From an optimization exercise on the open Yosys and OpenROAD flow, aimed at small area; shortcuts taken in it are not production practice. Function was checked by simulation only, so behaviour that the tests miss may differ from the original.

== alpha ==
## awgn_clt_gen
module awgn_clt_gen (
    input  logic        clock,
    input  logic        rst_n,
    input  logic        init,
    input  logic        ce,
    input  logic [31:0] seed,
    input  logic        gain_we,
    input  logic [0:0]  gain_sel,
    input  logic [15:0] gain_val,
    output logic        x_en,
    output logic [31:0] awgn
);
Size in the first run: about 1900 cells after synthesis, roughly 170 flip-flops, ~87 I/O pins.
==> module awgn_clt_gen, before the edit <==
module awgn_clt_gen (
    input  logic        clock,
    input  logic        rst_n,
    input  logic        init,
    input  logic        ce,
    input  logic [31:0] seed,
    input  logic        gain_we,
    input  logic [0:0]  gain_sel,
    input  logic [15:0] gain_val,
    output logic        x_en,
    output logic [31:0] awgn
);
    localparam logic [31:0] MIX0 = 32'h9E3779B9;
    localparam logic [31:0] MIX1 = 32'h3C6EF372;
    localparam logic [15:0] ACC0 = 16'hA000;   
    function automatic logic [31:0] xs(input logic [31:0] s_in);
        logic [31:0] s;
        s = s_in ^ (s_in << 13);
        s = s ^ (s >> 17);
        s = s ^ (s << 5);
        xs = s;
    endfunction
    function automatic logic [15:0] clamp(input logic [19:0] q);
        logic povf, novf;
        povf  = !q[19] && (q[18:15] != 4'b0000);
        novf  =  q[19] && ((q[18:15] != 4'b1111) || (q[14:0] == 15'd0));
        clamp = povf ? 16'h7FFF : novf ? 16'h8001 : q[15:0];
    endfunction
    function automatic logic [31:0] cseed(input logic [31:0] b, input logic [31:0] m);
        logic [31:0] s;
        s = b ^ m;
        cseed = (s == 32'h0) ? 32'h1 : s;
    endfunction
    logic [31:0] s0_r, s1_r;
    logic [15:0] acc0_r, acc1_r;
    logic [15:0] g0_r, g1_r;
    logic [3:0]  cnt_r;
    logic        v1_r, x_en_r;
    logic [31:0] awgn_r;
    logic [31:0] d0, d1;
    logic [15:0] ae0, ae1, sum0, sum1, gn0, gn1, ma, mb;
    logic [19:0] q;
    logic [3:0]  qh0_r;
    logic [15:0] sat0, sat1;
    logic        c0, last;
    assign c0   = (cnt_r == 4'd0);
    assign last = (cnt_r == 4'd11);
    assign d0   = xs(s0_r);
    assign d1   = xs(s1_r);
    awgn_addf u_add0 (.a(acc0_r), .u(d0[31:20]), .s(ae0));   
    awgn_addr u_add1 (.a(acc1_r), .u(d1[31:20]), .s(ae1));
    assign sum0 = c0 ? {ACC0[15:12], d0[31:20]} : ae0;
    assign sum1 = c0 ? {ACC0[15:12], d1[31:20]} : ae1;
    assign gn0  = (gain_we && gain_sel == 1'b0) ? gain_val : g0_r;
    assign gn1  = (gain_we && gain_sel == 1'b1) ? gain_val : g1_r;
    assign ma   = v1_r ? acc1_r : sum0;
    assign mb   = (gain_we && gain_sel == 1'b0 && !v1_r) ? gain_val : (v1_r ? g1_r : g0_r);
    awgn_mul u_mul (.a(ma), .b(mb), .q(q));
    assign sat0 = clamp({qh0_r, acc0_r});
    assign sat1 = clamp(q);
    always_ff @(posedge clock or negedge rst_n) begin
        if (!rst_n) begin
            s0_r   <= MIX0 ^ 32'h1;
            s1_r   <= MIX1 ^ 32'h1;
            cnt_r  <= 4'd0;
            v1_r   <= 1'b0;
            x_en_r <= 1'b0;
            g0_r   <= 16'h1000;
            g1_r   <= 16'h1000;
            awgn_r <= 32'h0;
        end else begin
            if (init) begin
                s0_r  <= cseed(seed, MIX0);
                s1_r  <= cseed(seed, MIX1);
                cnt_r <= 4'd0;
            end else if (ce) begin
                s0_r  <= d0;
                s1_r  <= d1;
                cnt_r <= last ? 4'd0 : cnt_r + 4'd1;
            end
            v1_r   <= ce && !init && last;
            x_en_r <= v1_r;
            g0_r   <= gn0;
            g1_r   <= gn1;
            if (v1_r) awgn_r <= {sat1, sat0};
        end
    end
    always_ff @(posedge clock) begin
        qh0_r <= q[19:16];
    end
    always_ff @(posedge clock) begin
        if (ce) begin
            acc0_r <= last ? q[15:0] : sum0;
            acc1_r <= sum1;
        end
    end
    assign x_en = x_en_r;
    assign awgn = awgn_r;
endmodule
==> flow/config.mk <==
export PLATFORM = sky130hd
export DESIGN_NAME = awgn_clt_gen
export DESIGN_NICKNAME = awgn_clt_gen
export VERILOG_FILES = /design/flow/design.v
export SDC_FILE = /design/flow/constraint.sdc
export NUM_CORES = 4
export LEC_CHECK = 0
export ABC_AREA = 1
export CAP_MARGIN = 20
export CORE_MARGIN = 2
export CORE_UTILIZATION = 40
export CTS_BUF_LIST = sky130_fd_sc_hd__clkbuf_8
export SLEW_MARGIN = 20
==> flow/constraint.sdc <==
create_clock -name core_clock -period 10.0 [get_ports {clock}]
set_input_delay 2.0000 -clock core_clock [delete_from_list [all_inputs] [get_ports {clock}]]
set_output_delay 2.0000 -clock core_clock [all_outputs]
set_load 0.01 [all_outputs]
standard.sh (not shown) runs the stock make flow with config.mk's settings and CLKGATE_MAP_FILE= SYNTH_SCRIPT=/design/flow/synth_recipe.tcl, a recipe that flattens the netlist after the stock synthesis.
==> flow/flow/run.sh <==
#!/bin/bash
# Own flow: the standard layout (standard.sh, unchanged synthesis), with every
# input and output port buffered by the smallest buffer (buf_1) instead of the
# default choice. Each tool's output goes to a log file here.
set -euo pipefail
export BUFFER_PORTS_ARGS="-buffer_cell sky130_fd_sc_hd__buf_1"
bash standard.sh > standard_flow.log 2>&1
alpha closes out successfully: all stages finished, all timing, DRC and antenna checks passed.
diff inputs: alpha => beta
--- a/flow/design.v
+++ b/flow/design.v
@@ -21,10 +21,4 @@
         xs = s;
     endfunction
-    function automatic logic [15:0] clamp(input logic [19:0] q);
-        logic povf, novf;
-        povf  = !q[19] && (q[18:15] != 4'b0000);
-        novf  =  q[19] && ((q[18:15] != 4'b1111) || (q[14:0] == 15'd0));
-        clamp = povf ? 16'h7FFF : novf ? 16'h8001 : q[15:0];
-    endfunction
     function automatic logic [31:0] cseed(input logic [31:0] b, input logic [31:0] m);
         logic [31:0] s;
@@ -41,6 +35,6 @@
     logic [15:0] ae0, ae1, sum0, sum1, gn0, gn1, ma, mb;
     logic [19:0] q;
-    logic [3:0]  qh0_r;
-    logic [15:0] sat0, sat1;
+    logic        povf, novf;
+    logic [15:0] sat;
     logic        c0, last;
     assign c0   = (cnt_r == 4'd0);
@@ -57,6 +51,7 @@
     assign mb   = (gain_we && gain_sel == 1'b0 && !v1_r) ? gain_val : (v1_r ? g1_r : g0_r);
     awgn_mul u_mul (.a(ma), .b(mb), .q(q));
-    assign sat0 = clamp({qh0_r, acc0_r});
-    assign sat1 = clamp(q);
+    assign povf = !q[19] && (q[18:15] != 4'b0000);
+    assign novf =  q[19] && ((q[18:15] != 4'b1111) || (q[14:0] == 15'd0));
+    assign sat  = povf ? 16'h7FFF : novf ? 16'h8001 : q[15:0];
     always_ff @(posedge clock or negedge rst_n) begin
         if (!rst_n) begin
@@ -83,13 +78,10 @@
             g0_r   <= gn0;
             g1_r   <= gn1;
-            if (v1_r) awgn_r <= {sat1, sat0};
+            if (v1_r) awgn_r <= {sat, acc0_r};
         end
     end
     always_ff @(posedge clock) begin
-        qh0_r <= q[19:16];
-    end
-    always_ff @(posedge clock) begin
         if (ce) begin
-            acc0_r <= last ? q[15:0] : sum0;
+            acc0_r <= last ? sat : sum0;
             acc1_r <= sum1;
         end
## What came out
Sequential share of layout area in beta vs alpha: down 0.35 points. Number of clock buffers in the layout in beta is 1 higher than in alpha. Sort beta and alpha by post-synthesis register bit count desc -> top: alpha. Against alpha, beta comes in 0.42% higher on post-detailed-route wirelength per cell. The cell count was comparable across beta and alpha. DRC marker count from the first detailed-route iteration improves in beta relative to alpha. Detailed placement HPWL essentially unchanged between alpha and beta. Of the two candidates, alpha has the better setup slack and beta the worse one.

re-timing with driven ports:
The flow's constraints put no driver on any port. The routed layouts listed below were extracted and timed again, unchanged, in two steps.
Step 1 sets driving cells, clkbuf_16 on the clock port and buf_2 on the other inputs (assumed; they add their load-dependent delay and slew).
Step 2, shift: input delay + t, output delay - t, t = (earliest + latest rising clock arrival at the registers) / 2. This alone moves slack from input paths to output paths.
Three values: ideal ports, drivers, drivers and shift; two values: the first two.
| run | t, ns | slack for setup (ns) | hold slack, ns | worst setup path after step 2 | worst register clock-pin slew, ns |
|---|---|---|---|---|---|
| alpha | 0.520 | 0.685 / 0.685 / 0.685 | 0.481 / 0.481 / 0.481 | register to register | 0.11 / 0.11 |
| beta | 0.557 | 0.589 / 0.589 / 0.589 | 0.484 / 0.484 / 0.484 | register to register | 0.11 / 0.11 |
After both steps setup and hold are still met in every run listed.
